From an optimization exercise on the open Yosys and OpenROAD flow, aimed at small area and a short achievable clock period; shortcuts taken in it are not production practice.
Where RTL was checked, it was by simulation tests only, not by an equivalence proof against the original.
Function not checked in runs 2 to 4 and 6: the RTL went through the layout flow alone.
No activity file was given, so power comes from the tool's default toggle rates.

File: flow/design.v
`timescale 1ns/1ns
package ahb_pkg;
  localparam int HADDR_W = 32;
  localparam int HDATA_W = 32;
  localparam int BE_W    = HDATA_W / 8;
  typedef enum logic [1:0] {
    HTRANS_IDLE   = 2'b00,
    HTRANS_BUSY   = 2'b01,
    HTRANS_NONSEQ = 2'b10,
    HTRANS_SEQ    = 2'b11
  } htrans_t;
  typedef enum logic [2:0] {
    HSIZE_BYTE  = 3'b000,
    HSIZE_HWORD = 3'b001,
    HSIZE_WORD  = 3'b010
  } hsize_t;
  localparam logic HRESP_OKAY = 1'b0;
endpackage
`timescale 1ns/1ns
package timer_pkg;
  localparam logic [31:0] PRESCALE_OFS = 32'h0000_0000;
  localparam logic [31:0] IPENDING_OFS = 32'h0000_0008;
  localparam logic [31:0] IENABLE_OFS  = 32'h0000_000C;
  localparam logic [31:0] TIME_OFS     = 32'h0000_0010;
  localparam logic [31:0] TIME_MSB_OFS = 32'h0000_0014;
  localparam logic [31:0] TIMECMP_OFS  = 32'h0000_0018;
  localparam int TIMECMP_STRIDE = 8;
  localparam int TIME_W     = 64;
  localparam int PRESCALE_W = 32;
  typedef enum logic [2:0] {
    RD_PRESCALE = 3'd0,
    RD_IPENDING = 3'd1,
    RD_IENABLE  = 3'd2,
    RD_TIME_LO  = 3'd3,
    RD_TIME_HI  = 3'd4,
    RD_CMP_LO   = 3'd5,
    RD_CMP_HI   = 3'd6,
    RD_ZERO     = 3'd7
  } rd_sel_t;
endpackage
`timescale 1ns/1ns
module ahb_timer #(
  parameter  int TIMERS      = 3,
  localparam int TIMER_IDX_W = (TIMERS > 1) ? $clog2(TIMERS) : 1
)
(
  input  logic                        HCLK,
  input  logic                        HRESETn,
  input  logic                        HSEL,
  input  logic [ahb_pkg::HADDR_W-1:0] HADDR,
  input  logic [ahb_pkg::HDATA_W-1:0] HWDATA,
  output logic [ahb_pkg::HDATA_W-1:0] HRDATA,
  input  logic                        HWRITE,
  input  logic [2:0]                  HSIZE,
  input  logic [2:0]                  HBURST,
  input  logic [3:0]                  HPROT,
  input  logic [1:0]                  HTRANS,
  output logic                        HREADYOUT,
  input  logic                        HREADY,
  output logic                        HRESP,
  output logic                        tint
);
  localparam int NW = 12;
  assign HREADYOUT = 1'b1;
  assign HRESP     = ahb_pkg::HRESP_OKAY;
  logic          hi_zero;
  logic [3:0]    word;
  logic [NW-1:0] asel;
  logic          wr_xfer;
  logic [3:0]    be;
  assign hi_zero = ~|HADDR[31:6];
  assign word    = HADDR[5:2];
  always_comb
  begin
    for (int k = 0; k < NW; k++)
      asel[k] = (word == 4'(k));
  end
  assign wr_xfer = HSEL && HREADY && HWRITE && HTRANS[1];
  always_comb
  begin
    case (HSIZE)
      3'd0:    be = 4'b0001 << HADDR[1:0];
      3'd1:    be = 4'b0011 << HADDR[1:0];
      default: be = 4'b1111 << HADDR[1:0];
    endcase
  end
  logic          wr_ok;
  logic [3:0]    wr_word;
  logic [3:0]    wr_be;
  logic [NW-1:0] ws;
  logic          wr_nok;
  always_ff @(posedge HCLK or negedge HRESETn)
  begin
    if (!HRESETn)
    begin
      wr_ok  <= 1'b0;
      wr_nok <= 1'b1;
    end
    else
    begin
      wr_ok  <= wr_xfer && hi_zero;
      wr_nok <= !(wr_xfer && hi_zero);
    end
  end
  always_ff @(posedge HCLK)
  begin
    wr_word <= word;
    wr_be   <= be;
  end
  logic [NW-1:0][3:0] lane_wr;
  logic [NW-1:0][3:0] lane_keep;
  always_comb
  begin
    for (int k = 0; k < NW; k++)
    begin
      ws[k] = wr_ok && (wr_word == 4'(k));
      for (int b = 0; b < 4; b++)
      begin
        lane_wr[k][b]   = ws[k] && wr_be[b];
        lane_keep[k][b] = wr_nok || (wr_word != 4'(k)) || !wr_be[b];
      end
    end
  end
  function automatic logic [31:0] lane_merge(
    input logic [31:0] old_val,
    input logic [31:0] new_val,
    input logic [3:0]  wr,
    input logic [3:0]  keep
  );
    logic [31:0] res;
    for (int n = 0; n < 4; n++)
      res[n*8 +: 8] = (new_val[n*8 +: 8] & {8{wr[n]}}) | (old_val[n*8 +: 8] & {8{keep[n]}});
    lane_merge = res;
  endfunction
  function automatic logic [31:0] merge_be(
    input logic [31:0] old_val,
    input logic [31:0] new_val,
    input logic [3:0]  lanes
  );
    logic [31:0] res;
    for (int n = 0; n < 4; n++)
      res[n*8 +: 8] = lanes[n] ? new_val[n*8 +: 8] : old_val[n*8 +: 8];
    merge_be = res;
  endfunction
  logic [31:0]      prescale;
  logic             prescale_wr;
  logic             enabled;
  logic [2:0]       ienable;
  logic [63:0]      time_val;
  logic [2:0][63:0] cmp_vals;
  logic [31:0]      cnt;
  logic             count_en;
  logic [2:0]       ipending;
  always_ff @(posedge HCLK or negedge HRESETn)
  begin
    if (!HRESETn)
    begin
      prescale    <= '0;
      prescale_wr <= 1'b0;
      enabled     <= 1'b0;
      ienable     <= '0;
    end
    else
    begin
      prescale_wr <= ws[0];
      prescale <= lane_merge(prescale, HWDATA, lane_wr[0], lane_keep[0]);
      if (ws[0])
        enabled <= 1'b1;
      if (ws[3] && wr_be[0])
        ienable <= HWDATA[2:0];
    end
  end
  always_ff @(posedge HCLK or negedge HRESETn)
  begin
    if (!HRESETn)
      time_val <= '0;
    else if (ws[4] || ws[5])
    begin
      if (ws[4])
        time_val[31:0]  <= merge_be(time_val[31:0], HWDATA, wr_be);
      if (ws[5])
        time_val[63:32] <= merge_be(time_val[63:32], HWDATA, wr_be);
    end
    else if (count_en)
      time_val <= time_val + 1'b1;
  end
  always_ff @(posedge HCLK or negedge HRESETn)
  begin
    if (!HRESETn)
      cmp_vals <= '0;
    else
    begin
      for (int n = 0; n < 3; n++)
      begin
        cmp_vals[n][31:0]  <= lane_merge(cmp_vals[n][31:0], HWDATA, lane_wr[6 + 2*n], lane_keep[6 + 2*n]);
        cmp_vals[n][63:32] <= lane_merge(cmp_vals[n][63:32], HWDATA, lane_wr[7 + 2*n], lane_keep[7 + 2*n]);
      end
    end
  end
  logic cnt_zero;
  assign cnt_zero = (cnt == '0);
  always_ff @(posedge HCLK)
  begin
    if (prescale_wr || cnt_zero || !enabled)
      cnt <= prescale;
    else
      cnt <= cnt - 1'b1;
  end
  always_ff @(posedge HCLK or negedge HRESETn)
  begin
    if (!HRESETn)
      count_en <= 1'b0;
    else
      count_en <= enabled && cnt_zero;
  end
  logic [2:0] hit;
  always_comb
  begin
    for (int n = 0; n < 3; n++)
      hit[n] = (time_val == cmp_vals[n]) && !ws[6 + 2*n] && !ws[7 + 2*n];
  end
  always_ff @(posedge HCLK or negedge HRESETn)
  begin
    if (!HRESETn)
    begin
      ipending <= '0;
      tint     <= 1'b0;
    end
    else
    begin
      ipending <= enabled ? hit : 3'b000;
      tint     <= |(ipending & ienable);
    end
  end
  logic [NW-1:0][31:0] rwords;
  logic [31:0]         rmux;
  always_comb
  begin
    rwords     = '0;
    rwords[0]  = prescale;
    rwords[2]  = {29'b0, ipending};
    rwords[3]  = {29'b0, ienable};
    rwords[4]  = time_val[31:0];
    rwords[5]  = time_val[63:32];
    rwords[6]  = cmp_vals[0][31:0];
    rwords[7]  = cmp_vals[0][63:32];
    rwords[8]  = cmp_vals[1][31:0];
    rwords[9]  = cmp_vals[1][63:32];
    rwords[10] = cmp_vals[2][31:0];
    rwords[11] = cmp_vals[2][63:32];
    rmux = '0;
    for (int k = 0; k < NW; k++)
      rmux = rmux | (rwords[k] & {32{asel[k]}});
  end
  always_ff @(posedge HCLK)
  begin
    HRDATA <= rmux & {32{hi_zero}};
  end
endmodule
File: flow/flow/run.sh
#!/bin/bash
# Standard layout, but with a plain buffer on every port instead of the
# delay cell that buffer_ports picks on its own
set -euo pipefail
export BUFFER_PORTS_ARGS="-buffer_cell sky130_fd_sc_hd__buf_2"
# Timing repair aims past the 8 ns constraint
export SETUP_SLACK_MARGIN=5.5
bash standard.sh > standard.log 2>&1
File: flow/standard.sh
#!/bin/bash
# synth_recipe.tcl (not shown) runs the flow's synth.tcl, then flattens the netlist and writes it again
# the make line also repeats each setting of config.mk as NAME=value (left out here)
make -C /OpenROAD-flow-scripts/flow DESIGN_CONFIG=/design/flow/config.mk WORK_HOME=/design/flow/orfs CLKGATE_MAP_FILE= SYNTH_SCRIPT=/design/flow/synth_recipe.tcl "${@:-finish}"
File: flow/config.mk
export PLATFORM = sky130hd
export DESIGN_NAME = ahb_timer
export DESIGN_NICKNAME = ahb_timer
export VERILOG_FILES = /design/flow/design.v
export SDC_FILE = /design/flow/constraint.sdc
export NUM_CORES = 4
export LEC_CHECK = 0
export CAP_MARGIN = 20
export CORE_MARGIN = 2
export CORE_UTILIZATION = 50
export CTS_BUF_LIST = sky130_fd_sc_hd__clkbuf_8
export CTS_CLUSTER_DIAMETER = 40
export CTS_CLUSTER_SIZE = 16
export SLEW_MARGIN = 20
File: flow/constraint.sdc
create_clock -name core_clock -period 8.0 [get_ports {HCLK}]
set_input_delay 1.6000 -clock core_clock [delete_from_list [all_inputs] [get_ports {HCLK}]]
set_output_delay 1.6000 -clock core_clock [all_outputs]
set_load 0.01 [all_outputs]
==> impl_results.md, run 1 <==
- Clk_skew: between 0.03 and 0.04 ns
- Via count: roughly 19,000
- P&R area growth vs syn: 20.8%
- Final Hold Vio Count: 0
- Port bufs: roughly 110
- Initial Util: about 50%
- Critical path's slowest cell: dfrtp_1
- Clock Power Share: approximately half
- Pwr Total: 0.00399 W
- Comb power frac: 4.0%
- Buf/Inv on CP: 1
- Synth Flop Type: dfrtp_1
- Final core occ: 60.9%
- Routability cong.: roughly 1.1
- Worst hold path type: flip-flop to flip-flop
- Max Freq: roughly 0.36 GHz
- CP Launch Point: tint$_DFF_PN0_
- Commonest cells post-synth: 299 x dfrtp_1, 248 x a22o_1, 144 x clkbuf_1
- Req. time, crit path: 6.40 ns
- Post-route cell area: 23,400 um2
- Longest Clk Path Bufs: 3
- Cells after Synth: between 2,000 and 2,500
- Final Max Tran Viols: 0
- Worst reg-to-reg path cell count: 4
- Area leader, netlist: dfrtp_1
- Worst path arrival time: 1.19 ns
- Post-synth EDFFs: 0
- Fill count: approximately 3,400
- Register share of total power: between 40% and 50%
- CP delay by family, top: flip-flops
- CP Capture Type: output port
- Top cell type's share of synthesized area: 38.7%
- Final Cycle Share: 34.9%
- Hold Path Depth: 1
- Num CTS Buffers: 59
- CTS tree: yes
- Worst setup path category: flip-flop to output port
- Final ANT Viol Nets: 0
- Pre-Repair DR Iteration Count: 7
- RSZ-0062 raised after global routing: true
- Syn_area_per_cell: ~9.6 um2
- Max capacitance violation total: 0
- Critical Path, Cell by Cell: buf_6
- Hold Startpoint: cmp_vals[77]$_DFF_PN0_
- DRT Wirelength: between 90,000 and 100,000 um
- First-pass GRT wire length: 133,000 um
- Clk sink count: ~370
- Dominant cells by area after synthesis: dfrtp_1 39%, a22o_1 11%, dfxtp_1 7.5%
- R2r endpoint: cmp_vals[31]$_DFF_PN0_
- Placed Area: 20,000 um2
- Reg2reg start: wr_word[1]$_DFF_P_
- Register bit total from synthesis: around 370
- Worst-path fanout max: 1
- Die Span Y: about 200 um
- Vias per cell: around 7.3
- Int Power: approximately 0.003 W
- Insertion delay of the later-clocked pin in the worst-skew pair: approximately 0.7 ns
- Clock Tree Root: clkbuf_8
- VDD IR max: ~0.15 mV
- Share of layout cells above drive strength 1: between 20% and 30%
- Final setup fails: 0
- DP Wirelength: about 66,000 um
- Vias in the first global route: between 15,000 and 20,000
- Pin count of the biggest net entering global routing: between 100 and 150
- Status: finished clean
- Crit start category: flip-flop
- # DRC: 0
- Clock-pin slew reported for the worst setup and hold paths after clock tree synthesis: 0.08 ns
- CP peak stage delay: approximately 0.38 ns
- Placement Rows: approximately 70
- GRT Total Usage: between 40% and 50%
- Die area: just over 40,000 um2
- Slew HR: between 10% and 20%
- Grt total ovfl: 0
- Synth Cell Area: 19,300 um2
- Sw frac: 26.8%
- IO Pins: around 120
- H-tree Lvls: 2
- Synth cell types: 74
- R2R Setup Slk: about 5.4 ns
- WL per Instance: 35.9 um
- Initial DRC count: about 3,500
- TNS Setup: 0 ns
- Worst Tran Pin Value: 1.33 ns
- Sink of the worst hold path: cmp_vals[77]$_DFF_PN0_
- Min Tclk post-route: between 2 and 3 ns
- Final #Nets: about 2,100
- Initial antenna violation count: 7
- Leak: ~9.7 nW
- Post-synthesis async set-or-reset flop share: 80.6%
- Pwr Density: around 170 nW/um2
- Die Wd: ~200 um
- Post-Syn Nets: between 2,000 and 2,500
- Core area: between 30,000 and 40,000 um2
- Synth Warn #: 1
- Top-count cell post-synth: dfrtp_1
- P_sw: ~0.0011 W
- Register area share after synthesis: 46.3%
## power groups by stage
stage                     Sequential, W  Clock (W)  Combinational [W]
after floorplan                 0.00192          0          0.0000635
after global placement          0.00193          0           0.000140
after detailed placement        0.00193          0           0.000141
after CTS                       0.00190    0.00193           0.000151
after global routing            0.00190    0.00202           0.000166
final                           0.00190    0.00193           0.000159
## worst max-delay path by stage
stage,slack (ns),to,depth (start not counted)
after floorplan,5.06,HRDATA[27]$_DFF_P_,5
after global placement,4.14,time_val[50]$_DFFE_PN0P_,6
after detailed placement,4.06,time_val[50]$_DFFE_PN0P_,6
after CTS,5.18,tint,1
after global routing,5.17,tint,1
final,5.21,tint,1
## layout make-up
cell class              instances  area (um2)  share of cell area [%]
clock buffers                  66         908                    3.89
inverters                      62         239                    1.02
multi-input cells            1380       10600                    45.3
flip-flops and latches        372        9040                    38.7
well taps                     518         648                    2.77
repair buffers                178        1460                    6.24
clock inverters                43         482                    2.06
diodes                          7        17.5                  0.0749
## cell families after synthesis
kind of cell               count (synthesis)  synth area share (%)
xor gates and xnor gates                 168                  7.61
DFF                                      372                  46.3
adders and majority gates                  3                 0.194
buffers and inverters                    261                  5.29
and+or+nand+nor                          499                  13.5
other                                      2                0.0388
AOI/OAI and AO/OA                        693                  26.7
muxes                                      7                 0.382
## state kept, by name, summed over array words and instances, names as in the netlist
register     count
ipending         3
ienable          3
time_val        64
prescale_wr      1
wr_ok            1
wr_be            4
HRDATA          32
wr_word          4
tint             1
cmp_vals       192
prescale        32
enabled          1
count_en         1
wr_nok           1
cnt             32
## per-stage QoR
| step | worst slack (ns) | instances | hold WS [ns] |
|---|---|---|---|
| 3_5_place_dp | 4.06 | 2451 | 0.477 |
| 2_1_floorplan | 5.06 | 2005 | 0.447 |
| 6_report | 5.21 | 2626 | 0.542 |
| 5_1_grt | 5.17 | 2621 | 0.561 |
| 3_3_place_gp | 4.14 | 2451 | 0.465 |
| 4_1_cts | 5.18 | 2606 | 0.542 |
## layer usage
| metal | part of all wire (%) | GRT usage, % |
|---|---|---|
| met5 | 0.16 | 1.90 |
| met4 | 7.3 | 27.8 |
| met3 | 13 | 13.8 |
| met2 | 40 | 63.7 |
| met1 | 39 | 64.1 |
## layout by cell type (no fill, tap or decap), types with 9 or more instances in the layout
| cell | instances |
|---|---|
| buf_2 | 78 |
| o2bb2ai_1 | 9 |
| buf_4 | 51 |
| a22o_1 | 248 |
| o21ai_1 | 17 |
| nand4_1 | 41 |
| dfxtp_2 | 27 |
| xor2_1 | 70 |
| a31oi_4 | 23 |
| o22ai_1 | 34 |
| dfrtp_2 | 37 |
| nor4_1 | 37 |
| a21oi_1 | 78 |
| inv_1 | 60 |
| o21ai_0 | 63 |
| buf_6 | 35 |
| xnor2_1 | 97 |
| o22a_1 | 9 |
| inv_6 | 14 |
| and2_1 | 32 |
| and3_1 | 17 |
| nor3_1 | 39 |
| nor2_2 | 10 |
| dfxtp_1 | 44 |
| clkbuf_8 | 66 |
| a222oi_1 | 32 |
| a221oi_1 | 21 |
| nand2_1 | 109 |
| nor2_1 | 64 |
| a22oi_1 | 60 |
| dfrtp_1 | 261 |
| nand3_1 | 39 |
| a221oi_2 | 14 |
| a31oi_1 | 18 |
## repair_timing
action | 4_1_cts | 5_1_grt
hold buffers | 0 | 0
endpoints found under the hold margin | 0 | 0
pin swaps | 21 | 11
setup endpoints to repair | 295 | 244
gates cloned | 12 | 0
gates resized for setup | 193 | 104
buffers inserted | 34 | 13
==> run 2, diff against run 1 <==
--- a/flow/design.v
+++ b/flow/design.v
@@ -38,6 +38,14 @@
     RD_ZERO     = 3'd7
   } rd_sel_t;
 endpackage
+`timescale 1ns/1ns
+module timer_bus_decode
+(
+  input  logic [31:6] addr_hi,
+  output logic        hi_zero
+);
+  assign hi_zero = ~|addr_hi;
+endmodule
 `timescale 1ns/1ns
 module ahb_timer #(
   parameter  int TIMERS      = 3,
@@ -68,7 +76,7 @@
   logic [NW-1:0] asel;
   logic          wr_xfer;
   logic [3:0]    be;
-  assign hi_zero = ~|HADDR[31:6];
+  timer_bus_decode u_hi (.addr_hi(HADDR[31:6]), .hi_zero);
   assign word    = HADDR[5:2];
   always_comb
   begin
--- a/flow/config.mk
+++ b/flow/config.mk
@@ -8,7 +8,8 @@
 export CAP_MARGIN = 20
 export CORE_MARGIN = 2
 export CORE_UTILIZATION = 50
-export CTS_BUF_LIST = sky130_fd_sc_hd__clkbuf_8
-export CTS_CLUSTER_DIAMETER = 40
-export CTS_CLUSTER_SIZE = 16
+export CTS_BUF_LIST = sky130_fd_sc_hd__clkbuf_16
+export CTS_CLUSTER_DIAMETER = 60
+export CTS_CLUSTER_SIZE = 30
 export SLEW_MARGIN = 20
+export SYNTH_HIERARCHICAL = 1
==> run 2 against run 1 <==
Compared with the run above: register-to-register slack better by 0.07 ns; via count is 0.82% lower; critical path type unchanged; non-clock buffer count is 19 lower; clock power hardly changed.
==> impl_results.md, run 2 <==
- Clock-pin slew reported for the worst setup and hold paths after clock tree synthesis: about 0.090 ns
- Critical path's slowest cell: dfrtp_1
- Clk sink count: 372
- Max reg flops: around 190
- Req. time, crit path: roughly 6.4 ns
- Die area: about 42,000 um2
- Clock Tree Root: clkbuf_16
- Worst hold path type: flip-flop to flip-flop
- Final setup fails: 0
- Post-synthesis async set-or-reset flop share: 80.6%
- Share of layout cells above drive strength 1: a little under a fifth
- Register bit total from synthesis: between 300 and 400
- Min Tclk post-route: approximately 2.7 ns
- Hold-fix buffers at CTS: 0
- Final ANT Viol Nets: 0
- Commonest non-fill, non-tap cells in the layout: 263 x a22o_1, 259 x dfrtp_1, 131 x nand2_1, 90 x xor2_1, 89 x buf_2
- Area leader, netlist: dfrtp_1
- Pin count of the biggest net entering global routing: roughly 140
- Die Wd: around 200 um
- Synth Warn #: 7
- CP delay by family, top: flip-flops
- Hold Path Depth: 1
- Worst-path fanout max: 1
- Leak: about 9.5 nW
- Initial antenna violation count: 1
- Worst path arrival time: between 1 and 1.5 ns
- TNS Setup: 0 ns
- CP peak stage delay: 0.36 ns
- P&R area growth vs syn: 14.9%
- Crit start category: flip-flop
- Commonest non-fill, non-tap cell in the layout: a22o_1
- Final Cycle Share: approximately a third
- Reg2reg start: time_val[61]$_DFFE_PN0P_
- Insertion delay of the later-clocked pin in the worst-skew pair: 0.59 ns
- CP Capture Type: output port
- Synth cell types: 85
- Slew HR: a little under a third
- Longest Clk Path Bufs: 3
- Pwr Total: a little under 0.004 W
- Cells after Synth: roughly 2,100
- Dominant cells by area after synthesis: dfrtp_1 37%, a22o_1 12%, dfxtp_1 7.2%
- Core area: around 40,000 um2
- GRT Total Usage: a little over two fifths
- Pwr Density: ~170 nW/um2
- DP Wirelength: about 64,000 um
- Synth Flop Type: dfrtp_1
- Hold Startpoint: cnt[0]$_DFF_P_
- Initial DRC count: about 2,700
- Most flops, register: cmp_vals
- Via count: 19,100
- Buf/Inv on CP: 1
- VDD IR max: 0.209 mV
- Worst Tran Pin Value: 1.04 ns
- Final Hold Vio Count: 0
- Sink of the worst hold path: cnt[0]$_DFF_P_
- Top cell type's share of synthesized area: a little under two fifths
- Post-Syn Nets: approximately 2,200
- Grt total ovfl: 0
- Num CTS Buffers: 36
- Port bufs: 105
- R2r endpoint: ipending[2]$_DFF_PN0_
- Vias in the first global route: between 15,000 and 20,000
- Pre-Repair DR Iteration Count: 6
- DRT Wirelength: approximately 90,000 um
- Max Freq: ~0.37 GHz
- Vias per cell: roughly 7.3
- Max capacitance violation total: 0
- Final #Nets: ~2,200
- H-tree Lvls: 2
- Commonest cells post-synth: 299 x dfrtp_1, 263 x a22o_1, 134 x nand2_1
- Register area share after synthesis: 44.7%
- Placement Rows: 73
- Clk_skew: 0.0350 ns
- Top-count cell post-synth: dfrtp_1
- N_diodes: 0
- Worst reg-to-reg path cell count: 5
- Synth Cell Area: approximately 20,000 um2
- WL per Instance: 34.4 um
- R2R Setup Slk: between 5 and 6 ns
- Final Max Tran Viols: 0
- RSZ-0062 raised after global routing: true
- Biggest regs: cmp_vals x192, time_val x64
- Post-synth EDFFs: 0
- Status: finished clean
- Fill count: ~3,500
- Syn_area_per_cell: between 9 and 10 um2
- Routability cong.: between 1 and 1.5
- IO Pins: around 120
- # DRC: 0
- First-pass GRT wire length: 128,000 um
- CTS tree: yes
- Critical Path, Cell by Cell: buf_2
- Die Span Y: 204 um
- Initial Util: about half
- Worst setup path category: flip-flop to output port
run 2: logic make-up after synthesis:
group                    Yosys count  share of synthesized area, %
AO/OA/AOI/OAI                    658                          25.5
AND/OR/NAND/NOR                  592                          15.6
flip-flops                       372                          44.7
buffers and inverters            255                          5.49
XOR/XNOR                         171                          7.48
multiplexers                      18                         0.950
adder cells (fa/ha/maj)            3                         0.188
other                              2                        0.0375
run 2: how the worst max path moves through the flow:
stage                         from            endpoint  slack (ns)  depth (start not counted)
floorplan                 HADDR[5]  HRDATA[14]$_DFF_P_        5.25                          7
global placement          HADDR[3]  HRDATA[14]$_DFF_P_        4.56                          6
detailed placement        HADDR[4]   HRDATA[1]$_DFF_P_        4.57                          7
CTS                 tint$_DFF_PN0_                tint        5.31                          1
global route        tint$_DFF_PN0_                tint        5.30                          1
finish              tint$_DFF_PN0_                tint        5.33                          1
run 2: layout make-up:
| cell class | count | area [um2] | share of cell area (%) |
|---|---|---|---|
| Clock inverter | 29 | 387 | 1.68 |
| Multi-Input combinational cell | 1446 | 10600 | 46.0 |
| Sequential cell | 372 | 9020 | 39.2 |
| Tap cell | 525 | 657 | 2.86 |
| Clock buffer | 37 | 926 | 4.03 |
| Timing Repair Buffer | 159 | 1230 | 5.33 |
| Inverter | 54 | 204 | 0.887 |
run 2: per-module statistics from Yosys (local to each module, per instance):
module / times used / area, um2
timer_bus_decode: 1 / 56.3
ahb_timer: 1 / 20000
run 2: per-layer routing:
layer,track usage (%),routed length [um],share of wire (%),vias to the layer above
li1,-,-,-,7874
met1,57.8,34300,38,9518
met2,62.8,37900,42,1424
met3,12.0,11900,13,312
met4,24.4,6040,6.7,0
met5,0,0,0,-
run 2: timing repair:
item                       4_1_cts  5_1_grt
pin swaps                       18        9
buffers inserted                20        6
setup endpoints to repair      196      376
cloned                           4        0
resized for setup               93       89
run 2: worst reg2reg max path: stages (launching register included):
cell and delay [ns]:
dfrtp_1 0.62, inv_1 0.34, a221o_1 0.39, nor4_1 0.28
nand4_1 0.22, nor4_2 0.52
run 2: report_power, final:
| part | switching, W | total (W) | internal (W) | leakage (nW) |
|---|---|---|---|---|
| clock network | 0.000967 | 0.00191 | 0.000939 | 0.635 |
| logic | 0.000119 | 0.000155 | 0.0000362 | 4.29 |
| registers | 0.0000176 | 0.00189 | 0.00188 | 4.57 |
| total | 0.00110 | 0.00395 | 0.00285 | 9.49 |
run 2: metrics by stage:
step	cells	setup slack (ns)	instance area, um2	utilization (%)	hold WS [ns]
floorplan	2071	5.25	20300	-	0.456
global route	2622	5.30	23000	58.0	0.567
global placement	2526	4.56	20700	52.2	0.485
finish	2622	5.33	23000	58.0	0.517
detailed placement	2526	4.57	20700	52.2	0.498
CTS	2616	5.31	22600	57.1	0.523
==> run 3, diff against run 2 <==
--- a/flow/flow/run.sh
+++ b/flow/flow/run.sh
@@ -4,5 +4,5 @@
 set -euo pipefail
 export BUFFER_PORTS_ARGS="-buffer_cell sky130_fd_sc_hd__buf_2"
 # Timing repair aims past the 8 ns constraint
-export SETUP_SLACK_MARGIN=5.5
+export SETUP_SLACK_MARGIN=5.3
 bash standard.sh > standard.log 2>&1
==> run 3 against run 2 <==
Compared with the run above: synthesized cell count stayed put; sequential power hardly changed; clock power is 3% lower; final cell count is 0.65% lower; clock skew is 0.013 ns lower; non-clock buffer count is 15 lower; die area stayed put; fmax is 2.1% lower; largest power group is now sequential cells.
==> impl_results.md, run 3 <==
- Status: finished clean
- Pin count of the biggest net entering global routing: approximately 160
- Register area share after synthesis: roughly 45%
- Clock Tree Root: clkbuf_16
- Synth Cell Area: roughly 20,000 um2
- Vias per cell: a little over 7
- Commonest cells post-synth: 299 x dfrtp_1, 263 x a22o_1, 134 x nand2_1
- Req. time, crit path: 8.48 ns
- Area leader, netlist: dfrtp_1
- Die Wd: between 200 and 250 um
- CP Launch Point: time_val[48]$_DFFE_PN0P_
- Final Cycle Share: about a third
- Final Max Tran Viols: 0
- H-tree Lvls: 2
- Top cell type's share of synthesized area: a little under two fifths
- Initial Util: between 50% and 60%
- Hold-fix buffers at CTS: 0
- Clk sink count: 372
- Num CTS Buffers: 36
- WL per Instance: between 30 and 40 um
- Share of layout cells above drive strength 1: around 14%
- GRT Total Usage: 42.1%
- Reg2reg start: time_val[48]$_DFFE_PN0P_
- Post-synthesis mux area share: less than 1%
- Hold Startpoint: cnt[0]$_DFF_P_
- Max capacitance violation total: 0
- Final Hold Vio Count: 0
- Longest Clk Path Bufs: 3
- Syn_area_per_cell: a little under 10 um2
- CTS tree: yes
- Vias in the first global route: 17,700
- Slew HR: 24.6%
- TNS Setup: 0 ns
- Placement Rows: 73
- Final #Nets: approximately 2,100
- DP Wirelength: 63,600 um
- Simple-Gate Fraction of Synth Area: between 15 and 20%
- P&R area growth vs syn: 11.4%
- Initial antenna violation count: 2
- Pwr Density: roughly 170 nW/um2
- IO Pins: approximately 120
- Die Span Y: a little over 200 um
- Main combinational cell family by area after synthesis: compound AO/OA/AOI/OAI gates
- Worst setup path category: flip-flop to flip-flop
- Via count: between 15,000 and 20,000
- RSZ-0062 raised after global routing: true
- Insertion delay of the later-clocked pin in the worst-skew pair: 0.58 ns
- Hold Path Depth: 1
- Post-synthesis async set-or-reset flop share: roughly 81%
- Synth Area in Compound Gates: approximately 26%
- Synth Flop Type: dfrtp_1
- DRT Wirelength: between 80,000 and 90,000 um
- Max Freq: 0.366 GHz
- Commonest non-fill, non-tap cells in the layout: 288 x dfrtp_1, 263 x a22o_1, 133 x nand2_1, 100 x buf_2, 90 x xor2_1
- Synth Warn #: 7
- Crit start category: flip-flop
- Worst Tran Pin Value: 1.13 ns
- Initial DRC count: 2,990
- Worst path arrival time: about 3.2 ns
- Post-synthesis adder-cell area fraction: less than 1%
- Clock-pin slew reported for the worst setup and hold paths after clock tree synthesis: ~0.080 ns
- Post-Syn Nets: roughly 2,200
- Final ANT Viol Nets: 0
- Final setup fails: 0
- Worst-path fanout max: 9
- Worst reg-to-reg path cell count: 5
- Commonest non-fill, non-tap cell in the layout: dfrtp_1
- Post-synth EDFFs: 0
- Die area: 41,600 um2
- Routability cong.: around 1.1
- Grt total ovfl: 0
- Core area: between 30,000 and 40,000 um2
- Most flops, register: cmp_vals
- CP Capture Type: flip-flop
- VDD IR max: around 0.13 mV
- Port bufs: around 110
- Cells after Synth: between 2,000 and 2,500
- Max reg flops: roughly 190
- Placement Setup Slack: between 4 and 5 ns
- Pre-Repair DR Iteration Count: 9
- Register bit total from synthesis: ~370
- Dominant cells by area after synthesis: dfrtp_1 37%, a22o_1 12%, dfxtp_1 7.2%
- Clk_skew: ~0.022 ns
- Worst hold path type: flip-flop to flip-flop
- First-pass GRT wire length: 126,000 um
- Xor/xnor share of the synthesized area: under 10%
- Synth cell types: between 80 and 90
- PnR worst setup slack: 5.27 ns
- # DRC: 0
- Top-count cell post-synth: dfrtp_1
- Leak: just over 9 nW
- Biggest regs: cmp_vals x192, time_val x64
- Min Tclk post-route: around 2.7 ns
==> run 3: cell counts after synthesis <==
No cell type changed its count.
==> run 3: final timing paths <==
kind / end / slack (ns)
max: time_val[63]$_DFFE_PN0P_ / 5.27
min: cnt[0]$_DFF_P_ / 0.52
max reg2reg: time_val[63]$_DFFE_PN0P_ / 5.27
min reg2reg: cnt[0]$_DFF_P_ / 0.52
max in group asynchronous: time_val[7]$_DFFE_PN0P_ / 5.48
min in group asynchronous: time_val[24]$_DFFE_PN0P_ / 0.99
==> run 3: timing repair <==
item | CTS | global route
gates cloned | 0 | 1
setup endpoints to repair | 120 | 87
setup buffers | 10 | 4
pin swaps | 4 | 8
gates resized for setup | 25 | 42
==> run 3: per-layer routing <==
metal / vias up / GRT usage (%) / share of wire [%]
li1: 7832 / - / -
met1: 9265 / 57.7 / 39
met2: 1423 / 62.0 / 42
met3: 270 / 10.4 / 13
met4: 0 / 21.0 / 6.3
met5: - / 0 / 0
==> run 3: logic make-up (layout without fill, tap and decap cells) <==
group,after synthesis,count (layout)
XOR/XNOR,171,171
flip-flops,372,372
AO/OA/AOI/OAI,658,658
adder cells (fa/ha/maj),3,3
other,2,3
buffers and inverters,255,262
AND/OR/NAND/NOR,592,593
multiplexers,18,18
==> run 3: Yosys stat by module, one instance, submodules excluded <==
| module | flops+latches | copies in the design | cells inside |
|---|---|---|---|
| ahb_timer | 372 | 1 | 2061 |
| timer_bus_decode | 0 | 1 | 10 |
==> run 3: where the power goes <==
group	leakage (nW)	switching [W]	total (W)	internal, W
clock network	0.626	0.000925	0.00185	0.000925
logic	4.10	0.000112	0.000143	0.0000306
registers	4.59	0.0000171	0.00189	0.00188
==> run 3: worst max-delay path, cell delays in order, from the launching register on <==
cell and delay (ns):
dfrtp_1 0.74, nand4_1 0.40, nor2_1 0.42, nand4_1 0.43, o41ai_1 0.48, o21bai_1 0.17
==> run 3: area by class of cell <==
class	count	area (um2)
sequential	372	8970
clock buffer	37	926
clock inverter	27	332
tap	525	657
timing repair buffer	144	917
antenna	1	2.50
multi-input combinational	1445	10300
inverter	54	206
fill	3517	17300
==> run 3: per-stage QoR <==
step / hold WS, ns / std cells / utilization, % / area, um2 / total power (W)
2_1_floorplan: 0.456 / 2071 / - / 20300 / 0.00198
3_3_place_gp: 0.484 / 2525 / 52.1 / 20700 / 0.00206
3_5_place_dp: 0.501 / 2525 / 52.1 / 20700 / 0.00206
4_1_cts: 0.517 / 2599 / 55.8 / 22100 / 0.00389
5_1_grt: 0.534 / 2604 / 56.3 / 22300 / 0.00398
6_report: 0.518 / 2605 / 56.3 / 22300 / 0.00389
==> run 4, diff against run 3 <==
--- a/flow/flow/run.sh
+++ b/flow/flow/run.sh
@@ -4,5 +4,7 @@
 set -euo pipefail
 export BUFFER_PORTS_ARGS="-buffer_cell sky130_fd_sc_hd__buf_2"
 # Timing repair aims past the 8 ns constraint
-export SETUP_SLACK_MARGIN=5.3
+export SETUP_SLACK_MARGIN=5.5
+# Clock tree without the dummy loads CTS adds for balance
+export CTS_ARGS="-sink_clustering_enable -repair_clock_nets -sink_clustering_size 30 -sink_clustering_max_diameter 60 -buf_list sky130_fd_sc_hd__clkbuf_16 -dont_use_dummy_load"
 bash standard.sh > standard.log 2>&1
==> run 4 against run 3 <==
Compared with the run above: flip-flop and latch count unchanged; fmax grew 3.3%; largest power group unchanged; non-clock buffer count increased by 29; critical endpoint is now HRDATA[3]; clock power is 18% lower; utilization increased by 1.1 points; first-iteration DRC count decreased by 6.0%; wire length is 2.6% higher; final area increased by 1.9%; critical path type is now flip-flop to output port; die area is the same; sequential share of layout area fell by 0.58 points; synthesized cell count unchanged.
==> impl_results.md, run 4 <==
- Status: finished clean
- Critical path's slowest cell: dfxtp_2
- Area leader, netlist: dfrtp_1
- IO Pins: 116
- Vias per cell: approximately 7.3
- Min Tclk post-route: about 2.6 ns
- Max Freq: between 0.3 and 0.4 GHz
- Worst reg-to-reg path cell count: 6
- Max reg flops: around 190
- Final Max Tran Viols: 0
- TNS Setup: 0 ns
- Commonest non-fill, non-tap cell in the layout: dfrtp_1
- Hold-fix buffers at CTS: 0
- Synth Cell Area: 20,000 um2
- Biggest regs: cmp_vals x192, time_val x64
- Cells after Synth: a little over 2,000
- Post-synthesis async set-or-reset flop share: around four fifths
- Most flops, register: cmp_vals
- Path length in cells of the critical path: 1
- Crit start category: flip-flop
- Initial antenna violation count: 0
- Longest Clk Path Bufs: 3
- Share of layout cells above drive strength 1: between 15 and 20%
- Worst path arrival time: 1.04 ns
- Post-Syn Nets: roughly 2,200
- Leak: 9.40 nW
- Worst-path fanout max: 1
- GRT Total Usage: 43.3%
- First-pass GRT wire length: 128,000 um
- Buf/Inv on CP: 1
- Register area share after synthesis: approximately 45%
- Req. time, crit path: between 6 and 7 ns
- DRT Wirelength: roughly 91,000 um
- CP delay by family, top: flip-flops
- Die area: about 42,000 um2
- N_diodes: 0
- Initial DRC count: 2,811
- CP peak stage delay: ~0.33 ns
- Pin count of the biggest net entering global routing: between 100 and 150
- Critical Path, Cell by Cell: buf_6
- # DRC: 0
- P&R area growth vs syn: 13.5%
- Die Wd: approximately 200 um
- Num CTS Buffers: 36
- Final Cycle Share: ~33%
- Hold Path Depth: 1
- Top-count cell post-synth: dfrtp_1
- R2R Setup Slk: between 5 and 6 ns
- Max layer used: met4
- Fill count: approximately 3,500
- VDD IR max: 0.165 mV
- Synth cell types: between 80 and 90
- Die Span Y: 204 um
- WL per Instance: around 35 um
- Initial Util: 50.5%
- Final Hold Vio Count: 0
- Final #Nets: roughly 2,200
- Commonest non-fill, non-tap cells in the layout: 276 x dfrtp_1, 263 x a22o_1, 130 x nand2_1, 90 x xor2_1, 88 x buf_2
- Wl on met1: 34,200 um
- Post-synth EDFFs: 0
- Insertion delay of the later-clocked pin in the worst-skew pair: around 0.60 ns
- Dominant cells by area after synthesis: dfrtp_1 37%, a22o_1 12%, dfxtp_1 7.2%
- RSZ-0062 raised after global routing: true
- Top cell type's share of synthesized area: a little under two fifths
- Metal2 WL: roughly 38,000 um
- Worst Tran Pin Value: roughly 1.1 ns
- Commonest cells post-synth: 299 x dfrtp_1, 263 x a22o_1, 134 x nand2_1
- Core area: 39,600 um2
- H-tree Lvls: 2
- Worst setup path category: flip-flop to output port
- Worst hold path type: flip-flop to flip-flop
- Clock-pin slew reported for the worst setup and hold paths after clock tree synthesis: 0.09 ns
- Synth Warn #: 7
- Vias in the first global route: 17,900
- Clk_skew: between 0.06 and 0.07 ns
- Syn_area_per_cell: just under 10 um2
- Via count: 19,100
- WL met3: approximately 12,000 um
- Max capacitance violation total: 0
- Register bit total from synthesis: roughly 370
- Grt total ovfl: 0
- Synth Flop Type: dfrtp_1
- Clock Tree Root: clkbuf_16
- CP Capture Type: output port
- Slew HR: between 20 and 30%
- Pwr Density: between 150 and 200 nW/um2
- Routability cong.: 1.01
- Pwr Total: about 0.0036 W
- Placement Rows: 73
- Port bufs: ~110
- DP Wirelength: roughly 64,000 um
- Final ANT Viol Nets: 0
- Pre-Repair DR Iteration Count: 9
- Final setup fails: 0
- CTS tree: yes
- Clk sink count: 372
## run 4: cell types whose count changed in the layout (fill, tap and decap cells not counted), sizes merged
| cell | change |
|---|---|
| inv | -19 |
| bufbuf | +1 |
| clkinv | -7 |
| clkbuf | -2 |
| diode | -1 |
| nand4bb | +1 |
| clkinvlp | -1 |
| buf | +29 |
## run 4: routing by layer
metal  vias to the layer above  global-route usage, %
met5                         -                      0
met4                         0                   23.0
met3                       304                   12.4
met2                      1457                   63.5
met1                      9500                   58.1
li1                       7849                      -
## run 4: power breakdown
part	switching [W]	total (W)	internal, W	leakage, nW
clock network	0.000721	0.00151	0.000792	0.444
registers	0.0000179	0.00190	0.00188	4.59
logic	0.000120	0.000159	0.0000388	4.37
total	0.000859	0.00357	0.00271	9.40
## run 4: final cells by class
cell class / instances / area [um2] / area share [%]
inverters: 54 / 204 / 0.897
flip-flops and latches: 372 / 9000 / 39.6
clock buffers: 36 / 901 / 3.96
repair buffers: 173 / 1380 / 6.06
multi-input cells: 1446 / 10600 / 46.6
well taps: 525 / 657 / 2.89
## run 4: cell families after synthesis
family / after synthesis / synth area share (%)
muxes: 18 / 0.950
DFF: 372 / 44.7
adders and majority gates: 3 / 0.188
and+or+nand+nor: 592 / 15.6
xor gates and xnor gates: 171 / 7.48
other: 2 / 0.0375
buffers and inverters: 255 / 5.49
AOI/OAI and AO/OA: 658 / 25.5
## run 4: path summary, 6_finish.rpt
kind / end / startpoint
min reg2reg: cnt[0]$_DFF_P_ / cnt[0]$_DFF_P_
max: HRDATA[3] / HRDATA[3]$_DFF_P_
min in group asynchronous: cmp_vals[124]$_DFF_PN0_ / HRESETn
max in group asynchronous: cmp_vals[138]$_DFF_PN0_ / HRESETn
min: cnt[0]$_DFF_P_ / cnt[0]$_DFF_P_
max reg2reg: time_val[58]$_DFFE_PN0P_ / time_val[1]$_DFFE_PN0P_
## run 4: repair_timing
action	4_1_cts	5_1_grt
endpoints found under the setup margin	215	386
gates resized for setup	104	72
buffers inserted	25	14
pin swaps	15	11
gates cloned	5	0
## run 4: per-stage QoR
stage / utilization [%] / hold WS (ns) / cells / cell area [um2] / setup slack (ns)
floorplan: - / 0.456 / 2071 / 20300 / 5.25
global placement: 52.2 / 0.485 / 2526 / 20700 / 4.56
detailed placement: 52.2 / 0.498 / 2526 / 20700 / 4.57
CTS: 56.4 / 0.523 / 2592 / 22400 / 5.34
global route: 57.3 / 0.562 / 2606 / 22700 / 5.33
finish: 57.3 / 0.517 / 2606 / 22700 / 5.36
## run 4: per-module statistics from Yosys, one instance, submodules excluded
module	flops+latches	cells	area [um2]
timer_bus_decode	0	10	56.3
ahb_timer	372	2061	20000
==> run 5, diff against run 4 <==
--- a/flow/design.v
+++ b/flow/design.v
@@ -39,14 +39,6 @@
   } rd_sel_t;
 endpackage
 `timescale 1ns/1ns
-module timer_bus_decode
-(
-  input  logic [31:6] addr_hi,
-  output logic        hi_zero
-);
-  assign hi_zero = ~|addr_hi;
-endmodule
-`timescale 1ns/1ns
 module ahb_timer #(
   parameter  int TIMERS      = 3,
   localparam int TIMER_IDX_W = (TIMERS > 1) ? $clog2(TIMERS) : 1
@@ -76,7 +68,7 @@
   logic [NW-1:0] asel;
   logic          wr_xfer;
   logic [3:0]    be;
-  timer_bus_decode u_hi (.addr_hi(HADDR[31:6]), .hi_zero);
+  assign hi_zero = ~|HADDR[31:6];
   assign word    = HADDR[5:2];
   always_comb
   begin
==> flow/flow/run.sh (replaced) <==
#!/bin/bash
# Standard layout, but with a plain buffer on every port instead of the
# delay cell that buffer_ports picks on its own
set -euo pipefail
export BUFFER_PORTS_ARGS="-buffer_cell sky130_fd_sc_hd__buf_2"
# Timing repair aims past the 8 ns constraint
export SETUP_SLACK_MARGIN=5.5
bash standard.sh > standard.log 2>&1
--- a/flow/config.mk
+++ b/flow/config.mk
@@ -12,4 +12,3 @@
 export CTS_CLUSTER_DIAMETER = 60
 export CTS_CLUSTER_SIZE = 30
 export SLEW_MARGIN = 20
-export SYNTH_HIERARCHICAL = 1
==> run 5 against run 4 <==
Compared with the run above: first-iteration DRC count increased by 17%; fmax is 4.9% lower; worst setup slack got worse by 0.14 ns; sequential share of layout area down 0.19 points; non-clock buffer count up 2; final area is 0.79% higher; synthesized cell count decreased by 3.2%; clock skew is 0.048 ns lower; die area shrank 3.3%; utilization up 2.4 points; flip-flop and latch count did not move; register-to-register slack worse by 0.07 ns; highest routed layer is now met5.
==> impl_results.md, run 5 <==
- GRT Total Usage: ~45%
- CP delay by family, top: simple AND/OR/NAND/NOR gates
- Worst hold path type: flip-flop to flip-flop
- Max Freq: 0.360 GHz
- Register area share after synthesis: approximately 46%
- Die area: approximately 40,000 um2
- RSZ-0062 raised after global routing: true
- TNS Setup: 0 ns
- Pre-Repair DR Iteration Count: 6
- Initial antenna violation count: 7
- Biggest regs: cmp_vals x192, time_val x64
- Status: finished clean
- Num CTS Buffers: 35
- Routability cong.: around 1.1
- CP Capture Type: flip-flop
- Pwr Density: 168 nW/um2
- Synth Flop Type: dfrtp_1
- Min Tclk post-route: 2.78 ns
- Placement Rows: 72
- Final core occ: between 50% and 60%
- CP peak stage delay: roughly 0.54 ns
- Insertion delay of the later-clocked pin in the worst-skew pair: about 0.58 ns
- Top-count cell post-synth: dfrtp_1
- Worst Tran Pin Value: between 1 and 1.5 ns
- Worst setup path category: input port to flip-flop
- VDD IR max: approximately 0.15 mV
- R2R Setup Slk: between 5 and 6 ns
- IO Pins: roughly 120
- Post-synthesis mux area share: 0.382%
- Post-Syn Nets: ~2,100
- Vias per cell: between 7 and 8
- # DRC: 0
- Synth Cell Area: approximately 19,000 um2
- Slew HR: ~16%
- Vias in the first global route: 17,200
- Initial DRC count: between 3,000 and 4,000
- Clock-pin slew reported for the worst setup and hold paths after clock tree synthesis: approximately 0.08 ns
- Critical path's slowest cell: or4_4
- Wl on met1: around 36,000 um
- Port bufs: around 110
- Synth cell types: between 70 and 80
- Worst-path fanout max: 8
- Clk_skew: 0.0216 ns
- Synth Warn #: 1
- Die Span Y: 201 um
- Commonest non-fill, non-tap cell in the layout: dfrtp_1
- Leak: between 9 and 10 nW
- Dominant cells by area after synthesis: dfrtp_1 39%, a22o_1 11%, dfxtp_1 7.5%
- Clk sink count: approximately 370
- Final ANT Viol Nets: 0
- Post-synth EDFFs: 0
- Final setup fails: 0
- Worst reg-to-reg path cell count: 6
- Top cell type's share of synthesized area: 38.7%
- Req. time, crit path: ~8.5 ns
- Cells after Synth: approximately 2,000
- Commonest non-fill, non-tap cells in the layout: 263 x dfrtp_1, 248 x a22o_1, 109 x nand2_1, 97 x xnor2_1, 82 x buf_2
- R2r endpoint: ipending[0]$_DFF_PN0_
- CP Launch Point: HADDR[13]
- Crit start category: input port
- H-tree Lvls: 2
- Final Cycle Share: roughly a third
- Simple-Gate Fraction of Synth Area: a little over an eighth
- Initial Util: between 50 and 60%
- Max reg flops: ~190
- First-pass GRT wire length: about 130,000 um
- Final Hold Vio Count: 0
- Die Wd: roughly 200 um
- Post-synthesis async set-or-reset flop share: between 80% and 90%
- Metal2 WL: slightly below 40,000 um
- Path length in cells of the critical path: 7
- Pin count of the biggest net entering global routing: roughly 140
- Main combinational cell family by area after synthesis: compound AO/OA/AOI/OAI gates
- Longest Clk Path Bufs: 3
- Clock Tree Root: clkbuf_16
- Area leader, netlist: dfrtp_1
- Syn_area_per_cell: slightly below 10 um2
- CTS tree: yes
- Post-synthesis adder-cell area fraction: 0.194%
- Crit path capture: HRDATA[23]$_DFF_P_
- Hold-fix buffers at CTS: 0
- Max capacitance violation total: 0
- Share of layout cells above drive strength 1: a little over a fifth
- Grt total ovfl: 0
- Via count: approximately 19,000
- Register bit total from synthesis: 372
- WL met3: between 10,000 and 15,000 um
- Max layer used: met5
- Most flops, register: cmp_vals
- Worst path arrival time: ~3.3 ns
- Critical Path, Cell by Cell: buf_6, or4_4, nor4_4, nand4_1, buf_6, clkbuf_16, a31oi_4
- Xor/xnor share of the synthesized area: between 7 and 8%
- WL per Instance: between 30 and 40 um
- Core area: 38,400 um2
- Reg2reg start: time_val[46]$_DFFE_PN0P_
- Worst path most repeated cell: buf_6
- DP Wirelength: ~66,000 um
- DRT Wirelength: about 93,000 um
- Final Max Tran Viols: 0
- P&R area growth vs syn: 18.4%
- Final #Nets: 2,110
- Fill count: roughly 3,400
- Commonest cells post-synth: 299 x dfrtp_1, 248 x a22o_1, 144 x clkbuf_1
- Buf/Inv on CP: 3
- Synth Area in Compound Gates: 26.7%
[run 5: cell types whose count changed after synthesis, sizes merged, moves of 15 or more]
cell | before | now
o21ai | 66 | 83
nand2 | 134 | 118
nand4 | 63 | 42
xnor2 | 81 | 98
xor2 | 90 | 70
nand3 | 65 | 46
nor4 | 75 | 53
buf | 74 | 54
a21oi | 62 | 89
clkbuf | 127 | 145
a22o | 263 | 248
[run 5: what timing repair did]
item,in CTS,in global routing
cloned,5,6
setup endpoints to repair,364,215
pin swaps,22,9
buffers inserted,31,14
resized for setup,135,118
[run 5: kinds of logic after synthesis]
family,Yosys count
other,2
buffers and inverters,261
xor gates and xnor gates,168
adders and majority gates,3
AOI/OAI and AO/OA,693
DFF,372
and+or+nand+nor,499
muxes,7
[run 5: cell type report]
cell class              count  area [um2]  share of cell area, %
inverters                  62         236                   1.03
clock inverters            29         359                   1.57
flip-flops and latches    372        9030                   39.4
well taps                 518         648                   2.83
diodes                      4        10.0                 0.0437
repair buffers            175        1370                   6.00
clock buffers              35         876                   3.82
multi-input cells        1380       10400                   45.3
[run 5: through the flow]
step	worst slack [ns]	std cells	total power [W]	hold WS [ns]	cell area, um2
floorplan	5.06	2005	0.00198	0.447	19400
global placement	4.14	2451	0.00207	0.465	20000
detailed placement	4.06	2451	0.00207	0.477	20000
CTS	5.30	2551	0.00385	0.534	22100
global route	5.16	2573	0.00395	0.504	22900
finish	5.22	2575	0.00385	0.491	22900
[run 5: report_power, final]
part | total [W] | internal (W) | switching [W]
clock | 0.00180 | 0.000902 | 0.000896
combinational | 0.000160 | 0.0000386 | 0.000121
sequential | 0.00190 | 0.00188 | 0.0000193
total | 0.00385 | 0.00282 | 0.00104
[run 5: worst min path at each step]
stage | cells past startpoint | startpoint | end
floorplan | 1 | cnt[0]$_DFF_P_ | cnt[0]$_DFF_P_
global placement | 1 | cnt[0]$_DFF_P_ | cnt[0]$_DFF_P_
detailed placement | 1 | cnt[0]$_DFF_P_ | cnt[0]$_DFF_P_
CTS | 2 | prescale[9]$_DFF_PN0_ | cnt[9]$_DFF_P_
global route | 1 | time_val[0]$_DFFE_PN0P_ | time_val[0]$_DFFE_PN0P_
finish | 1 | time_val[0]$_DFFE_PN0P_ | time_val[0]$_DFFE_PN0P_
[run 5: layer usage]
metal  vias to the layer above  GRT usage (%)
li1                       7668              -
met5                         -              0
met3                       309           13.1
met4                         6           23.8
met1                      9542           62.7
met2                      1550           63.0
==> run 6, diff against run 5 <==
--- a/flow/design.v
+++ b/flow/design.v
@@ -39,6 +39,14 @@
   } rd_sel_t;
 endpackage
 `timescale 1ns/1ns
+module timer_bus_decode
+(
+  input  logic [31:6] addr_hi,
+  output logic        hi_zero
+);
+  assign hi_zero = ~|addr_hi;
+endmodule
+`timescale 1ns/1ns
 module ahb_timer #(
   parameter  int TIMERS      = 3,
   localparam int TIMER_IDX_W = (TIMERS > 1) ? $clog2(TIMERS) : 1
@@ -68,7 +76,7 @@
   logic [NW-1:0] asel;
   logic          wr_xfer;
   logic [3:0]    be;
-  assign hi_zero = ~|HADDR[31:6];
+  timer_bus_decode u_hi (.addr_hi(HADDR[31:6]), .hi_zero);
   assign word    = HADDR[5:2];
   always_comb
   begin
@@ -142,6 +150,42 @@
       res[n*8 +: 8] = lanes[n] ? new_val[n*8 +: 8] : old_val[n*8 +: 8];
     merge_be = res;
   endfunction
+  function automatic logic [63:0] inc_flips(input logic [63:0] v);
+    logic [15:0] grp;
+    logic [15:0] below;
+    logic [63:0] res;
+    for (int j = 0; j < 16; j++)
+      grp[j] = &v[4*j +: 4];
+    below[0] = 1'b1;
+    for (int j = 1; j < 16; j++)
+      below[j] = below[j-1] & grp[j-1];
+    for (int j = 0; j < 16; j++)
+    begin
+      res[4*j]     = below[j];
+      res[4*j + 1] = below[j] & v[4*j];
+      res[4*j + 2] = below[j] & v[4*j] & v[4*j + 1];
+      res[4*j + 3] = below[j] & v[4*j] & v[4*j + 1] & v[4*j + 2];
+    end
+    inc_flips = res;
+  endfunction
+  function automatic logic [31:0] dec_flips(input logic [31:0] v);
+    logic [7:0]  grp;
+    logic [7:0]  below;
+    logic [31:0] res;
+    for (int j = 0; j < 8; j++)
+      grp[j] = ~|v[4*j +: 4];
+    below[0] = 1'b1;
+    for (int j = 1; j < 8; j++)
+      below[j] = below[j-1] & grp[j-1];
+    for (int j = 0; j < 8; j++)
+    begin
+      res[4*j]     = below[j];
+      res[4*j + 1] = below[j] & ~v[4*j];
+      res[4*j + 2] = below[j] & ~v[4*j] & ~v[4*j + 1];
+      res[4*j + 3] = below[j] & ~v[4*j] & ~v[4*j + 1] & ~v[4*j + 2];
+    end
+    dec_flips = res;
+  endfunction
   logic [31:0]      prescale;
   logic             prescale_wr;
   logic             enabled;
@@ -182,7 +226,7 @@
         time_val[63:32] <= merge_be(time_val[63:32], HWDATA, wr_be);
     end
     else if (count_en)
-      time_val <= time_val + 1'b1;
+      time_val <= time_val ^ inc_flips(time_val);
   end
   always_ff @(posedge HCLK or negedge HRESETn)
   begin
@@ -204,7 +248,7 @@
     if (prescale_wr || cnt_zero || !enabled)
       cnt <= prescale;
     else
-      cnt <= cnt - 1'b1;
+      cnt <= cnt ^ dec_flips(cnt);
   end
   always_ff @(posedge HCLK or negedge HRESETn)
   begin
--- a/flow/flow/run.sh
+++ b/flow/flow/run.sh
@@ -5,4 +5,6 @@
 export BUFFER_PORTS_ARGS="-buffer_cell sky130_fd_sc_hd__buf_2"
 # Timing repair aims past the 8 ns constraint
 export SETUP_SLACK_MARGIN=5.5
+# Clock tree without the dummy loads CTS adds for balance
+export CTS_ARGS="-sink_clustering_enable -repair_clock_nets -sink_clustering_size 30 -sink_clustering_max_diameter 60 -buf_list sky130_fd_sc_hd__clkbuf_16 -dont_use_dummy_load"
 bash standard.sh > standard.log 2>&1
--- a/flow/config.mk
+++ b/flow/config.mk
@@ -12,3 +12,4 @@
 export CTS_CLUSTER_DIAMETER = 60
 export CTS_CLUSTER_SIZE = 30
 export SLEW_MARGIN = 20
+export SYNTH_HIERARCHICAL = 1
==> run 6 against run 5 <==
Compared with the run above: clock skew rose by 0.016 ns; worst setup slack worse by 0.12 ns; non-clock buffer count down 1; register-to-register slack worse by 0.28 ns; synthesized cell count down 5.4%; fmax down 4.3%; first-iteration DRC count decreased by 28%; final area decreased by 4.2%; flip-flop and latch count stayed put; combinational power decreased by 13%; global-route usage fell by 5.7 points; die area is 0.77% lower; critical endpoint is now ipending[1]$_DFF_PN0_.
==> impl_results.md, run 6 <==
- Clock Tree Root: clkbuf_16
- CP peak stage delay: slightly above 0.6 ns
- IO Pins: 116
- Post-synth EDFFs: 0
- Top cell type's share of synthesized area: 39.0%
- PnR worst setup slack: 5.10 ns
- Final Cycle Share: 36.3%
- Vias per cell: slightly below 7
- Most flops, register: cmp_vals
- Post-synthesis async set-or-reset flop share: between 80% and 90%
- DRT Wirelength: slightly below 80,000 um
- GRT Total Usage: between 30% and 40%
- Share of layout cells above drive strength 1: roughly 20%
- Routing usage on met2: between 60% and 70%
- Core area: between 30,000 and 40,000 um2
- Post-Syn Nets: roughly 2,000
- WL per Instance: 32.6 um
- Max reg flops: about 190
- Insertion delay of the later-clocked pin in the worst-skew pair: 0.61 ns
- Max capacitance violation total: 0
- Commonest non-fill, non-tap cell in the layout: dfrtp_1
- Worst-path fanout max: 4
- Slew HR: between 30% and 40%
- Pin count of the biggest net entering global routing: 160
- Cells after Synth: ~1,900
- Num CTS Buffers: 31
- Global routing usage on met1: 53.4%
- VDD IR max: around 0.14 mV
- Max Freq: 0.345 GHz
- Synth Cell Area: between 15,000 and 20,000 um2
- Placement Setup Slack: around 4.3 ns
- First-pass GRT wire length: about 110,000 um
- Worst hold path type: flip-flop to flip-flop
- Worst Tran Pin Value: between 0.9 and 1 ns
- Final #Nets: between 2,000 and 2,500
- Synth cell types: 64
- Area leader, netlist: dfrtp_1
- Die Wd: ~200 um
- Min Tclk post-route: just under 3 ns
- TNS Setup: 0 ns
- Longest Clk Path Bufs: 3
- Port bufs: approximately 110
- Via count: about 17,000
- Initial Util: 50.8%
- Dominant cells by area after synthesis: dfrtp_1 39%, a22o_1 11%, dfxtp_1 7.5%
- Leak: between 9 and 10 nW
- Critical Path, Cell by Cell: xnor2_1, nand4_1, nor4_1, nand3_1, nor4_1
- Critical path's slowest cell: nor4_1
- Pre-Repair DR Iteration Count: 6
- Pwr Density: around 150 nW/um2
- Routability cong.: slightly above 1
- Commonest non-fill, non-tap cells in the layout: 269 x dfrtp_1, 249 x a22o_1, 125 x nand2_1, 115 x xnor2_1, 91 x buf_2
- P&R area growth vs syn: 14.3%
- Commonest cells post-synth: 299 x dfrtp_1, 249 x a22o_1, 130 x nand2_1
- Syn_area_per_cell: 10.1 um2
- Top-count cell post-synth: dfrtp_1
- RSZ-0062 raised after global routing: true
- Vias in the first global route: around 16,000
- Worst setup path category: flip-flop to flip-flop
- Initial DRC count: 2,357
- Die area: ~40,000 um2
- Clk_skew: ~0.038 ns
- Req. time, crit path: around 8.4 ns
- Clk sink count: about 370
- Placement Rows: 71
- Hold-fix buffers at CTS: 0
- Initial antenna violation count: 4
- CTS tree: yes
- Die Span Y: around 200 um
- N_diodes: 0
- Register bit total from synthesis: about 370
- Final ANT Viol Nets: 0
- Status: finished clean
- Fill count: 3,338
- Worst path arrival time: 3.31 ns
- Met3 Track Usage GR: 8.74%
- Global route hottest layer: met2
- Multi-input gate area: ~9900 um2
- Synth Flop Type: dfrtp_1
- Worst path most repeated cell: nor4_1
- Biggest regs: cmp_vals x192, time_val x64
- Clock-pin slew reported for the worst setup and hold paths after clock tree synthesis: roughly 0.070 ns
- Synth Warn #: 7
- DP Wirelength: 54,300 um
- Grt total ovfl: 0
- Final Max Tran Viols: 0
- Pwr Total: about 0.0034 W
- Register area share after synthesis: 46.6%
- Final Hold Vio Count: 0
- CP Capture Type: flip-flop
- Register area: 9000 um2
- # DRC: 0
- Crit start category: flip-flop
- Final setup fails: 0
- H-tree Lvls: 1
## run 6: final timing paths
kind	start	to	slack [ns]	depth (start not counted)
worst max-delay path	time_val[29]$_DFFE_PN0P_	ipending[1]$_DFF_PN0_	5.10	5
worst min-delay path	cnt[0]$_DFF_P_	cnt[0]$_DFF_P_	0.45	1
worst max register to register	time_val[29]$_DFFE_PN0P_	ipending[1]$_DFF_PN0_	5.10	5
worst min register to register	cnt[0]$_DFF_P_	cnt[0]$_DFF_P_	0.45	1
max in group asynchronous	HRESETn	time_val[12]$_DFFE_PN0P_	5.88	2
min in group asynchronous	HRESETn	prescale[20]$_DFF_PN0_	1.02	1
## run 6: area by class of cell
class                      count  area share [%]
multi-input combinational   1265            45.1
sequential                   372            41.0
clock buffer                  31            3.54
inverter                      74            1.28
tap                          511            2.92
timing repair buffer         174            6.10
## run 6: per-layer routing
metal	vias up	part of all wire, %
li1	7018	-
met1	8432	39
met2	1080	44
met3	256	10
met4	4	6.1
met5	-	0.035
## run 6: modules after synthesis, one instance, submodules excluded
module            copies in the design  flops+latches  area, um2
ahb_timer                            1            372      19100
timer_bus_decode                     1              0       56.3
## run 6: cell families after synthesis
kind of cell	share of synthesized area (%)
adder cells (fa/ha/maj)	4.56
buffers and inverters	5.89
multiplexers	0.450
XOR/XNOR	7.35
AND/OR/NAND/NOR	11.3
other	0.0391
flip-flops	46.6
AO/OA/AOI/OAI	23.8
## run 6: repair_timing
action	4_1_cts	5_1_grt
gates resized for setup	113	93
cloned	1	4
pin swaps	20	18
setup buffers	38	10
endpoints found under the setup margin	258	250
## run 6: power breakdown
group / leakage, nW / switching [W] / internal [W] / total (W)
clock network: 0.382 / 0.000673 / 0.000676 / 0.00135
logic: 4.19 / 0.000102 / 0.0000363 / 0.000139
registers: 4.55 / 0.0000132 / 0.00188 / 0.00189
## run 6: metrics by stage
step                instances  hold WS [ns]  area, um2  utilization [%]
global route             2427         0.486      21900             58.1
floorplan                1897         0.425      19500                -
finish                   2427         0.450      21900             58.1
CTS                      2413         0.462      21300             56.5
global placement         2343         0.444      19900             52.7
detailed placement       2343         0.454      19900             52.7
## run 6: critical path, delay by kind of cell (launching register included)
kind / cells / cell delay, ns
xor+xnor: 1 / 0.60
flops: 1 / 0.45
simple gates: 4 / 1.67

[port drivers added, routing unchanged]
In the flow no input, the clock included, has a driving cell. The finished layouts below were timed again as built, in two steps. Step 1, drivers: a clkbuf_16 drives HCLK and a buf_2 each remaining input, both assumed. Step 2 times the ports against the registers' clock, not the clock port: input delays grow and output delays shrink by t, the midpoint of the rising clock arrivals with the driver on. Three values: no drivers, after step 1, after step 2; two values: the first two.
run	shift t [ns]	setup slack, ns	worst register clock-pin slew, ns	cell pins on the clock port's net
run 1	0.734	5.206 / 5.156 / 4.556	0.08 / 0.08	1
run 2	0.633	5.328 / 5.272 / 4.815	0.09 / 0.09	1
run 3	0.618	5.271 / 5.271 / 4.750	0.10 / 0.10	1
run 4	0.626	5.358 / 5.299 / 4.861	0.09 / 0.09	1
run 5	0.629	5.223 / 5.252 / 4.622	0.10 / 0.10	1
run 6	0.648	5.099 / 5.099 / 4.901	0.09 / 0.09	1
After both steps setup and hold are still met in every run listed. The setup slack of run 1, which loses most, moves by -0.050 ns with the drivers and by -0.650 ns with both steps.
